This is an optimization exercise on Yosys and OpenROAD, whose aim is small area, a short achievable clock period and few clock cycles per item, not a production implementation.
In this exercise RTL edits were held to simulation tests only and were not proved equivalent to the original.
Power and IR drop assume default switching activity.

== job 9287 ==
// riscv_multicycle
module riscv_multicycle #(
  parameter int unsigned  N        = 32,
  parameter logic [N-1:0] RESET_PC = '0
) (
  input  logic                clk,
  input  logic                rst,
  output logic                mem_req,
  output logic                mem_we,
  output logic [N-1:0]        mem_addr,
  output logic [N-1:0]        mem_wdata,
  input  logic [N-1:0]        mem_rdata,
  input  logic                mem_ready,
  output logic                retire,
  output logic                trap,
  output logic [N-1:0]        pc_out
);
  localparam logic [6:0] OP_LOAD   = 7'b0000011;
  localparam logic [6:0] OP_STORE  = 7'b0100011;
  localparam logic [6:0] OP_R      = 7'b0110011;
  localparam logic [6:0] OP_IMM    = 7'b0010011;
  localparam logic [6:0] OP_BRANCH = 7'b1100011;
  localparam logic [6:0] OP_JAL    = 7'b1101111;
  logic [N-1:0] r_pc4;     
  logic [N-1:0] r_tgt;     
  logic [11:0]  r_dlo;     
  logic [N-13:0] r_dhi;    
  logic [N-13:0] r_dalt;   
  logic         r_dsel;    
  logic         r_take;    
  logic [N-1:0] r_p, r_g;  
  logic [11:0]  r_imm;     
  logic [4:0]   r_rd;
  logic         r_ld, r_jal, r_wb, r_sub, r_and, r_or, r_slt;
  logic         r_ag;      
  logic         r_dm;      
  logic         r_we;      
  logic         r_ret;     
  logic         r_ill;     
  logic [N-1:0] r_rf [1:31];
  ...
Size in the first run: ~4400 cells after synthesis, about 1200 flip-flops, ~140 I/O pins, ~0.060 mm2 of cells after synthesis.
make LEC_CHECK=0 CAP_MARGIN=20 CELL_PAD_IN_SITES_DETAIL_PLACEMENT=1 CORE_MARGIN=2 CORE_UTILIZATION=32 PLACE_DENSITY=0.42 SETUP_SLACK_MARGIN=4.65 SLEW_MARGIN=20 SYNTH_HIERARCHICAL=1 TNS_END_PERCENT=10 finish   # period 9.0 ns
run.sh (not shown) runs the stock make flow with config.mk's settings and CLKGATE_MAP_FILE= SYNTH_SCRIPT=/design/flow/synth_recipe.tcl, a recipe that flattens the netlist after the stock synthesis.
Testbench counts of job 9287, summed over its fixed seeds: cycles 90,854, retired 72,013.
Relative to job 9287, the following input files were edited for job 654:
Settings: PLACE_DENSITY: 0.42 -> 0.4; CORE_UTILIZATION: 32 -> 30; SETUP_SLACK_MARGIN: 4.65 -> 4.55.
==> run summary <==
Compared job 9287 against job 654; sequential cell area within noise.
Total power of job 654 is on par with job 9287.
HPWL after detailed placement: job 654 vs job 9287, no meaningful difference
Re total of clock buffers placed in the layout: job 9287 and job 654 aren't equal, and the higher value belongs to job 654.
In job 654, the number of rows in the core area came out 5 above the value in job 9287.
Against job 9287, maximum number of pins on one net before global-route repair in job 654 fell by a few percent.
## Diff of input files: job 1628 against job 654
Settings: a change of SETUP_SLACK_MARGIN from 4.55 to 4.8.
[summary]
Count of fill cells added during filler insertion (lower): job 1628. Higher first-pass iteration count of the detailed router among job 654 and job 1628: job 654. Summary — total power, job 1628 relative to job 654: higher, by about 0.9%. Going from job 654 to job 1628, normalized max-slew margin shrinks by 0.62 points. Job 1628 leaves more setup margin than job 654. Taking job 654 as the reference point, the count of buffering cells on the critical path with inverters included of job 1628 rises by 1. Area added between synthesis and finish: job 1628 vs job 654 up 3.7 points. Diff job 654 -> job 1628 | detailed-routed wire length on met2 | up by a few percent. Diff job 654 -> job 1628 | minimum hold slack | increase of 0.0057 ns. Between job 654 and job 1628, core utilization increased.


## the reference run
Another version of the RTL of riscv_multicycle (not shown whole).
For scale: about 5,000 cells after synthesis, ~140 I/O pins, ~63,000 um2 of cells after synthesis.
make LEC_CHECK=0 CAP_MARGIN=20 CELL_PAD_IN_SITES_DETAIL_PLACEMENT=1 CORE_MARGIN=2 CORE_UTILIZATION=30 PLACE_DENSITY=0.4 SETUP_SLACK_MARGIN=4.25 SLEW_MARGIN=20 SYNTH_HIERARCHICAL=1 TNS_END_PERCENT=10 finish   # period 9.0 ns
No stage failed in the reference run, and the final checks on the layout all came back clean.
Testbench counts of the reference run, summed over its fixed seeds: cycles 90,854, retired 72,013.
#### Input delta (the trial run over the reference run)
- changing SETUP_SLACK_MARGIN from 4.25 to 4.5
--- outcome ---
- The trial run: flow completed, timing, DRC and antenna clean
- Changes observed in the trial run relative to the reference run: total number of multi-input combinational cells increased by 11 relative to the old numbers; global-route wire length before repair increased by 4.4% relative to the old numbers; number of nets at the end of the flow increased by 255 relative to the old numbers.
- Lower critical path's largest stage delay was reported by the trial run, not the reference run.
- Re final estimated routing congestion in global placement: the trial run is about 0.9% up on the reference run.
- Worst hold slack (the trial run over the reference run): increase, 0.026 ns
- Power spent charging and discharging nets grows by a few percent when moving from the reference run to the trial run.
- The trial run vs the reference run — cell area reported after detailed placement rose 0.37%.
- Diff the reference run -> the trial run | worst setup slack | increase of 0.19 ns


## job 101
riscv_multicycle, a different RTL version from the one above (not shown whole).
Size: roughly 140 I/O pins, roughly 61,000 um2 of cells after synthesis.
## riscv_multicycle
module riscv_multicycle #(
  parameter int unsigned  N        = 32,
  parameter logic [N-1:0] RESET_PC = '0
) (
  input  logic                clk,
  input  logic                rst,
  output logic                mem_req,
  output logic                mem_we,
  output logic [N-1:0]        mem_addr,
  output logic [N-1:0]        mem_wdata,
  input  logic [N-1:0]        mem_rdata,
  input  logic                mem_ready,
  output logic                retire,
  output logic                trap,
  output logic [N-1:0]        pc_out
);
clock: 9.0 ns
lec_check: 0
cap_margin: 20
cell_pad_in_sites_detail_placement: 1
core_margin: 2
core_utilization: 30
place_density: 0.4
setup_slack_margin: 4.5
slew_margin: 20
synth_hierarchical: 1
tns_end_percent: 2
Testbench counts of job 101, summed over its fixed seeds: cycles 90,854, retired 72,013.
## Diff of input files: job 102 against job 101
- TNS_END_PERCENT changed from 2 to 10
- SETUP_SLACK_MARGIN changed from 4.5 to 4.25
[summary]
Looking only at number of logic stages on the critical path including buffering, and setting everything else aside, the lower value of job 101 and job 102 goes to job 102.
Compared with job 101, in job 102 overall power barely changed, final clock period utilization by the worst path now larger, leakage component of the power saw a decrease.
Here is what was changed in the inputs of job 103 compared with job 102.
- swapping 4.25 for 4.5 in SETUP_SLACK_MARGIN
### Flow results
- Job 103 vs job 102: initial antenna violation count up
- Launch point of the worst path = mem_rdata[18]: job 103; launch point of the worst path = mem_rdata[20]: job 102
- Measured against each other, job 102 and job 103 differ in net total in the final layout, the higher figure coming from job 103.
- Job 102 has a higher clock network power share than job 103.
- Data arrival time of the worst path was higher in job 102 than in job 103.


riscv_multicycle, a different RTL version from the one above (not shown whole).
For scale: roughly 4500 cells after synthesis, roughly 1300 flip-flops, ~140 I/O pins, about 62000 um^2 of cells after synthesis.
clock: 9.0 ns
lec_check: 0
cap_margin: 20
cell_pad_in_sites_detail_placement: 1
core_margin: 2
core_utilization: 35
place_density: 0.45
setup_slack_margin: 4.5
slew_margin: 20
synth_hierarchical: 1
tns_end_percent: 10
Testbench counts at the start, summed over its fixed seeds: cycles 90,854, retired 72,013.
Change:
CAP_MARGIN = 10   (was 20)
CELL_PAD_IN_SITES_DETAIL_PLACEMENT = 0   (was 1)
CORE_UTILIZATION = 30   (was 35)
PLACE_DENSITY = 0.4   (was 0.45)
SLEW_MARGIN = 10   (was 20)
What happened: The new run completed with no timing, DRC or antenna violations. Via count went down slightly. Global-route usage went down by 3.3 points. Cell area hardly moves. Count of clock-buffer cells in the layout went down by 3. Die area went up by about a fifth. Worst setup slack improved by 34 ps. Utilization went down by 6.0 points. Routed wire length went up by a few percent.
Change:
CAP_MARGIN = 20   (was 10)
CELL_PAD_IN_SITES_DETAIL_PLACEMENT = 1   (was 0)
SLEW_MARGIN = 20   (was 10)
TNS_END_PERCENT = 2   (was 10)
Result:
- The changed run finished with timing, DRC and antenna clean
- critical path depth does not change
- wire length climbs by 2.6%
- clock-buffer cell count climbs by 6
- worst setup slack barely changes
- via count climbs by 0.96%
- power climbs by 0.86%
- final area is about the same
- area after synthesis is unchanged
- cell count is about the same
Change:
GPL_ROUTABILITY_DRIVEN = 0   (was default)
TNS_END_PERCENT = 10   (was 2)
After rerunning: Combinational power barely changes; synthesized area stays the same; wire length increases by 0.45%; cell count came out higher by 0.74%; global-route usage rose by 0.22 points; maximum frequency climbs by about 0.4%; non-clock buffer count rose by 47.


v6:
Starting RTL as in the previous note.
clock: 9.0 ns
lec_check: 0
cap_margin: 20
cell_pad_in_sites_detail_placement: 1
core_margin: 2
core_utilization: 30
place_density: 0.4
setup_slack_margin: 4.8
slew_margin: 20
synth_hierarchical: 1
tns_end_percent: 10
Testbench counts of v6, summed over its fixed seeds: cycles 90,854, retired 72,013.
The following lists how v7 was set up differently from v6:
Settings: changing SETUP_SLACK_MARGIN from 4.8 to 4.65.
Notes after the runs:
The final layout from v7, which completed every stage, passed the timing, design-rule and antenna checks at the end of the flow.
Via count of the first global-routing pass: v7 < v6
| post-route worst setup slack | lower: v7 |
v7 vs. v6: total global routing track utilization saw a decrease; wire length saw a decrease.
Total power density per cell area: v7 and v6 compared, higher one is v7
In the final reports, the cell area of v7 is smaller than that of v6.
v6 → v7: number of logic stages on the critical path including buffering shows an increase of 1; core utilization now smaller; portion of total power attributed to combinational logic held steady.
Diff v6 -> v7: share of the clock period used by the worst path rose by 0.31 points; proportion of cell area occupied by registers +0.64 points.


riscv_multicycle with an RTL version that a note above also has.
Size: roughly 4400 cells after synthesis, about 1200 flip-flops, roughly 140 I/O pins, roughly 60000 sq um of cells after synthesis.
make LEC_CHECK=0 CAP_MARGIN=20 CELL_PAD_IN_SITES_DETAIL_PLACEMENT=1 CORE_MARGIN=2 CORE_UTILIZATION=30 PLACE_DENSITY=0.4 SETUP_SLACK_MARGIN=4.75 SLEW_MARGIN=20 SYNTH_HIERARCHICAL=1 TNS_END_PERCENT=10 finish   # period 9.0 ns
Testbench counts at the start, summed over its fixed seeds: cycles 90,854, retired 72,013.
Next try:
--- a/flow/config.mk
+++ b/flow/config.mk
@@ -12,3 +12,3 @@
 export PLACE_DENSITY = 0.4
-export SETUP_SLACK_MARGIN = 4.75
+export SETUP_SLACK_MARGIN = 4.65
 export SLEW_MARGIN = 20
After rerunning:
- design area came out lower by 1.1%
- utilization came out lower by 0.39 points
- wire length came out lower by 1.1%
- global-route usage came out lower by 0.30 points
- synthesized cell count is unchanged
- final cell count came out lower by 0.66%

## static timing again, ports no longer ideal
How much do the figures lean on ideal ports? The routed layouts below were timed once more, with nothing changed but the port constraints. Step 1 sets driving cells, clkbuf_16 on the clock port and buf_2 on the other inputs (assumed; they add their load-dependent delay and slew). Step 2 moves the port delays by t, midway between the first and last clock arrival at a register: inputs arrive t later, outputs are due t later. That takes back most of the time a late clock gives input paths. a / b / c = no drivers / after step 1 / after step 2; a / b = the first two.
| run | t (ns) | setup slack, ns | worst setup path after step 2 | slew at the worst register clock pin (ns) | pins driven straight from the clock port |
|---|---|---|---|---|---|
| job 9287 | 0.891 | 4.364 / 4.287 / 3.534 | input to register | 0.07 / 0.07 | 1 |
| job 654 | 0.885 | 4.320 / 4.355 / 3.470 | input to register | 0.07 / 0.07 | 1 |
| job 1628 | 0.886 | 4.458 / 4.493 / 3.607 | input to register | 0.07 / 0.07 | 1 |
| the reference run | 0.885 | 4.180 / 4.201 / 3.316 | input to register | 0.07 / 0.07 | 1 |
| the trial run | 0.903 | 4.366 / 4.384 / 3.481 | input to register | 0.06 / 0.06 | 1 |
| job 101 | 0.895 | 4.251 / 4.310 / 3.422 | input to register | 0.07 / 0.07 | 1 |
| job 102 | 0.895 | 4.101 / 4.089 / 3.264 | input to register | 0.07 / 0.07 | 1 |
| job 103 | 0.900 | 4.245 / 4.310 / 3.410 | input to register | 0.06 / 0.06 | 1 |
| the first run of note 4 | 0.893 | 4.317 / 4.335 / 3.478 | input to register | 0.06 / 0.06 | 1 |
| the second run of note 4 | 0.889 | 4.351 / 4.364 / 3.524 | input to register | 0.07 / 0.07 | 1 |
| the third run of note 4 | 0.887 | 4.351 / 4.334 / 3.530 | input to register | 0.07 / 0.07 | 1 |
| the fourth run of note 4 | 0.884 | 4.370 / 4.367 / 3.551 | input to register | 0.07 / 0.07 | 1 |
| v6 | 0.897 | 4.490 / 4.486 / 3.658 | input to register | 0.07 / 0.07 | 1 |
| v7 | 0.888 | 4.462 / 4.443 / 3.604 | input to register | 0.06 / 0.06 | 1 |
| the first run of note 6 | 0.883 | 4.431 / 4.465 / 3.583 | input to register | 0.07 / 0.07 | 1 |
| the second run of note 6 | 0.891 | 4.417 / 4.416 / 3.577 | input to register | 0.07 / 0.07 | 1 |
After both steps every run listed still meets setup and hold. The setup slack of the trial run, which loses most, moves by +0.018 ns with the drivers and by -0.885 ns with both steps.
